Background: an optimization exercise with open tools, aiming at small area. Do not read the settings as production practice.
Function was checked by simulation only, so behaviour that the tests miss may differ from the original.
No activity file was given, so power comes from the tool's default toggle rates. The clock port is modelled as an ideal driver; clocking choices that lean on that would not hold on a real chip.

Setup of run A:
==> flow/design.v <==
module text_console #(
  parameter int COLS   = 20,
  parameter int ROWS   = 15,
  parameter int CHAR_W = 32,
  parameter int CHAR_H = 32
) (
  input  logic                      clk,
  input  logic                      rst_n,
  input  logic                      in_valid,
  input  logic [7:0]                in_char,
  output logic                      in_ready,
  input  logic                      clear,
  input  logic [9:0]                currentX,
  input  logic [9:0]                currentY,
  output logic [7:0]                char,
  output logic [9:0]                initialX,
  output logic [9:0]                initialY,
  output logic [$clog2(COLS)-1:0]   cursor_col,
  output logic [$clog2(ROWS)-1:0]   cursor_row,
  output logic                      busy
);
  localparam int CW  = $clog2(COLS);
  localparam int RW  = $clog2(ROWS);
  localparam int XSH = $clog2(CHAR_W);
  localparam int YSH = $clog2(CHAR_H);
  logic          busy_r, rowclr_r;
  logic [CW-1:0] col_q, col_next;
  logic [RW-1:0] row_q, row_next;
  logic          busy_next, rowclr_next;
  logic          adv_row;
  logic          we;
  logic          w_space;
  logic          w_back;
  assign busy       = busy_r;
  assign in_ready   = !busy_r && !clear;
  assign cursor_col = busy_r ? '0 : col_q;
  assign cursor_row = busy_r ? '0 : row_q;
  always_ff @(posedge clk or negedge rst_n) begin
    if (!rst_n) begin
      busy_r   <= 1'b1;
      rowclr_r <= 1'b0;
      col_q    <= '0;
      row_q    <= '0;
    end else begin
      busy_r   <= busy_next;
      rowclr_r <= rowclr_next;
      col_q    <= col_next;
      row_q    <= row_next;
    end
  end
  always_comb begin
    busy_next   = busy_r;
    rowclr_next = rowclr_r;
    col_next    = col_q;
    row_next    = row_q;
    adv_row     = 1'b0;
    we          = 1'b0;
    w_space     = 1'b1;
    w_back      = 1'b0;
    if (busy_r) begin
      we = 1'b1;
      if (col_q < CW'(COLS - 1)) begin
        col_next = col_q + CW'(1);
      end else begin
        col_next = '0;
        if (rowclr_r || row_q == RW'(ROWS - 1)) begin
          row_next    = '0;
          busy_next   = 1'b0;
          rowclr_next = 1'b0;
        end else begin
          row_next = row_q + RW'(1);
        end
      end
    end else if (clear) begin
      busy_next   = 1'b1;
      rowclr_next = 1'b0;
      col_next    = '0;
      row_next    = '0;
    end else if (in_valid) begin
      if (in_char >= 8'h20 && in_char <= 8'h7E) begin
        we      = 1'b1;
        w_space = 1'b0;
        if (col_q < CW'(COLS - 1)) begin
          col_next = col_q + CW'(1);
        end else begin
          col_next = '0;
          adv_row  = 1'b1;
        end
      end else if (in_char == 8'h0A) begin
        col_next = '0;
        adv_row  = 1'b1;
      end else if (in_char == 8'h0D) begin
        col_next = '0;
      end else if (in_char == 8'h08 && col_q != '0) begin
        col_next = col_q - CW'(1);
        we       = 1'b1;
        w_back   = 1'b1;
      end
      if (adv_row) begin
        if (row_q < RW'(ROWS - 1)) begin
          row_next = row_q + RW'(1);
        end else begin
          row_next    = '0;
          busy_next   = 1'b1;
          rowclr_next = 1'b1;
        end
      end
    end
  end
  logic [6:0]      wdata;
  logic [CW-1:0]   wcol;
  assign wdata = w_space ? 7'h20 : in_char[6:0];
  assign wcol  = w_back ? col_q - CW'(1) : col_q;
  logic [ROWS-1:0] row_en_n;
  logic [COLS-1:0] col_en_n;
  always_comb begin
    for (int r = 0; r < ROWS; r++) row_en_n[r] = !(we && (row_q == RW'(r)));
    for (int c = 0; c < COLS; c++) col_en_n[c] = (wcol != CW'(c));
  end
  logic [6:0] cbuf [ROWS][COLS];
  for (genvar r = 0; r < ROWS; r++) begin : g_row
    for (genvar c = 0; c < COLS; c++) begin : g_col
      logic en;
      text_console_nor2 u_en (.a(row_en_n[r]), .b(col_en_n[c]), .y(en));
      always_ff @(posedge clk) begin
        if (en) cbuf[r][c] <= wdata;
      end
    end
  end
  logic [9:0]      col_r, row_r;
  logic            in_range;
  logic [COLS-1:0] col_sel;
  logic [ROWS-1:0] row_sel;
  logic [6:0]      rd;
  assign col_r    = currentX >> XSH;
  assign row_r    = currentY >> YSH;
  assign in_range = (col_r < 10'(COLS)) && (row_r < 10'(ROWS));
  localparam int NG = ROWS / 3;
  logic [NG-1:0] grp_n [COLS][7];
  logic [6:0]    col_val [COLS];
  always_comb begin
    for (int c = 0; c < COLS; c++) col_sel[c] = (col_r == 10'(c));
    for (int r = 0; r < ROWS; r++) row_sel[r] = (row_r == 10'(r));
  end
  for (genvar c = 0; c < COLS; c++) begin : g_rd_col
    for (genvar b = 0; b < 7; b++) begin : g_rd_bit
      for (genvar g = 0; g < NG; g++) begin : g_rd_grp
        text_console_aoi3 u_aoi (
          .d({cbuf[3*g+2][c][b], cbuf[3*g+1][c][b], cbuf[3*g][c][b]}),
          .s(row_sel[3*g+2:3*g]), .y_n(grp_n[c][b][g]));
      end
    end
  end
  always_comb begin
    for (int c = 0; c < COLS; c++)
      for (int b = 0; b < 7; b++) col_val[c][b] = !(&grp_n[c][b]);
    rd = '0;
    for (int c = 0; c < COLS; c++) rd = rd | (col_val[c] & {7{col_sel[c]}});
  end
  logic [6:0] char_q;
  logic [4:0] ix_q, iy_q;
  always_ff @(posedge clk or negedge rst_n) begin
    if (!rst_n) begin
      char_q <= 7'h20;
      ix_q   <= '0;
      iy_q   <= '0;
    end else begin
      char_q <= rd | {1'b0, !in_range, 5'b0};
      ix_q   <= in_range ? currentX[9:5] : '0;
      iy_q   <= in_range ? currentY[9:5] : '0;
    end
  end
  assign char     = {1'b0, char_q};
  assign initialX = {ix_q, 5'b0};
  assign initialY = {iy_q, 5'b0};
endmodule
module text_console_aoi3 (
  input  logic [2:0] d,
  input  logic [2:0] s,
  output logic       y_n
);
  assign y_n = !(|(d & s));
endmodule
module text_console_nor2 (
  input  logic a,
  input  logic b,
  output logic y
);
  assign y = !(a || b);
endmodule
==> flow/config.mk <==
export PLATFORM = sky130hd
export DESIGN_NAME = text_console
export DESIGN_NICKNAME = text_console
export VERILOG_FILES = /design/flow/design.v
export SDC_FILE = /design/flow/constraint.sdc
export NUM_CORES = 4
export LEC_CHECK = 0
export CAP_MARGIN = 0
export CORE_MARGIN = 2
export CORE_UTILIZATION = 80
export CTS_BUF_LIST = sky130_fd_sc_hd__clkbuf_16
export CTS_CLUSTER_DIAMETER = 80
export CTS_CLUSTER_SIZE = 30
export SLEW_MARGIN = 0
export SYNTH_HIERARCHICAL = 1
==> flow/constraint.sdc <==
create_clock -name core_clock -period 8.0 [get_ports {clk}]
set_input_delay 1.6000 -clock core_clock [delete_from_list [all_inputs] [get_ports {clk}]]
set_output_delay 1.6000 -clock core_clock [all_outputs]
set_load 0.01 [all_outputs]
run.sh (not shown) runs the stock make flow with config.mk's settings and CLKGATE_MAP_FILE= SYNTH_SCRIPT=/design/flow/synth_recipe.tcl, a recipe that flattens the netlist after the stock synthesis.
### run A -> run B
==> flow/config.mk <==
export PLATFORM = sky130hd
export DESIGN_NAME = text_console
export DESIGN_NICKNAME = text_console
export VERILOG_FILES = /design/flow/design.v
export SDC_FILE = /design/flow/constraint.sdc
export NUM_CORES = 4
export LEC_CHECK = 0
export CAP_MARGIN = 20
export CORE_MARGIN = 2
export CORE_UTILIZATION = 70
export CTS_BUF_LIST = sky130_fd_sc_hd__clkbuf_16
export CTS_CLUSTER_DIAMETER = 80
export CTS_CLUSTER_SIZE = 30
export SLEW_MARGIN = 20
export SYNTH_HIERARCHICAL = 1
Results
Looking at run A and run B, the clock slew at the register clock pins of the worst setup and hold paths is a wash.
Having completed the whole flow, run B delivered a layout that passed the timing, DRC and antenna checks.
Power drawn by the clock network: run B lower than run A
Summary of run B over run A: final-layout clock buffer total moved down, final cell count moved up, maximum fanout along the worst path moved up.
Compared to run A, run B has floorplan row count 8 higher.
## Diff of input files: run C against run B
==> flow/flow/run.sh (new file) <==
#!/bin/bash
set -euo pipefail
bash standard.sh \
  "CTS_ARGS=-sink_clustering_enable -repair_clock_nets -sink_clustering_size 30 -sink_clustering_max_diameter 80 -buf_list sky130_fd_sc_hd__clkbuf_16 -dont_use_dummy_load" \
  "BUFFER_PORTS_ARGS=-buffer_cell sky130_fd_sc_hd__buf_1" \
  finish > standard_flow.log 2>&1
==> flow/standard.sh (new file) <==
#!/bin/bash
# synth_recipe.tcl (not shown) runs the flow's synth.tcl, then flattens the netlist and writes it again
# the make line also repeats each setting of config.mk as NAME=value (left out here)
make -C /OpenROAD-flow-scripts/flow DESIGN_CONFIG=/design/flow/config.mk WORK_HOME=/design/flow/orfs CLKGATE_MAP_FILE= SYNTH_SCRIPT=/design/flow/synth_recipe.tcl "${@:-finish}"
-- flow/config.mk --
<<< run B, line 7
export LEC_CHECK = 0
export CAP_MARGIN = 20
export CORE_MARGIN = 2
>>> run C, line 7
export LEC_CHECK = 0
export CAP_MARGIN = 0
export CORE_MARGIN = 2
<<< run B, line 13
export CTS_CLUSTER_SIZE = 30
export SLEW_MARGIN = 20
export SYNTH_HIERARCHICAL = 1
>>> run C, line 13
export CTS_CLUSTER_SIZE = 30
export SLEW_MARGIN = 0
export SYNTH_HIERARCHICAL = 1
removed: flow/run.sh
Findings:
- Run C finished every step from synthesis to the final layout, and the layout passed the timing, DRC and antenna checks.
- Max clock tree cell share of total cell area across run B and run C: run B
- The largest stage delay on the critical path reported for run C is smaller than that of run B by 0.33 ns.
- Changes observed in run C relative to run B: final instance area went down; number of filler instances in the final layout did not really move; fraction of area in non-clock buffers went down; layout overhead on the synthesized area went down; ratio of cells with drive above 1 in the final layout did not really move.
- Changes observed in run C relative to run B: part of the total power dissipated in the clock network went down 0.7 points; total detailed-routing wirelength held.
#### Input delta (run D over run C)
==> flow/run.sh (new file) <==
#!/bin/bash
# synth_recipe.tcl (not shown) runs the flow's synth.tcl, then flattens the netlist and writes it again
# the make line also repeats each setting of config.mk as NAME=value (left out here)
make -C /OpenROAD-flow-scripts/flow DESIGN_CONFIG=/design/flow/config.mk WORK_HOME=/design/flow/orfs CLKGATE_MAP_FILE= SYNTH_SCRIPT=/design/flow/synth_recipe.tcl finish
-- flow/config.mk --
<<< run C, line 12
export CTS_CLUSTER_DIAMETER = 80
export CTS_CLUSTER_SIZE = 30
export SLEW_MARGIN = 0
>>> run D, line 12
export CTS_CLUSTER_DIAMETER = 80
export CTS_CLUSTER_SIZE = 33
export SLEW_MARGIN = 0
removed: flow/flow/run.sh
removed: flow/standard.sh
--- outcome ---
When the final numbers for run D and run C were put side by side, the worst hold slack across all endpoints turned out to be smaller in run C. Of run D and run C, the higher final critical path time including I/O delays and setup belongs to run D. In the flow results for run D and run C, the portion of total power attributed to sequential cells is larger on run C. [compare] base=run C new=run D: total power climbed 0.82%; maximum buffer depth of the clock tree barely changed; area of the die barely changed; clock power climbed about 3%; post-placement setup slack dropped 0.22 ns.

## afterwards: timing with drivers on the ports
No port has a modelled driver above. Below, the same layouts with a new extraction and two added sets of constraints.
Step 1 sets driving cells, clkbuf_16 on the clock port and buf_2 on the other inputs (assumed; they add their load-dependent delay and slew).
Step 2 times the ports against the registers' clock, not the clock port: input delays grow and output delays shrink by t, the midpoint of the rising clock arrivals with the driver on.
Three values: no drivers, after step 1, after step 2; two values: the first two.
run	shift t [ns]	setup WS [ns]	worst register clock-pin slew, ns
run A	0.779	2.590 / 2.636 / 1.857	0.12 / 0.12
run B	0.772	2.707 / 2.729 / 1.958	0.12 / 0.12
run C	0.766	2.894 / 2.947 / 2.180	0.11 / 0.11
run D	0.776	2.779 / 2.810 / 2.034	0.12 / 0.12
After both steps setup and hold are still met in every run listed. The setup slack of run B, which loses most, moves by +0.022 ns with the drivers and by -0.749 ns with both steps.
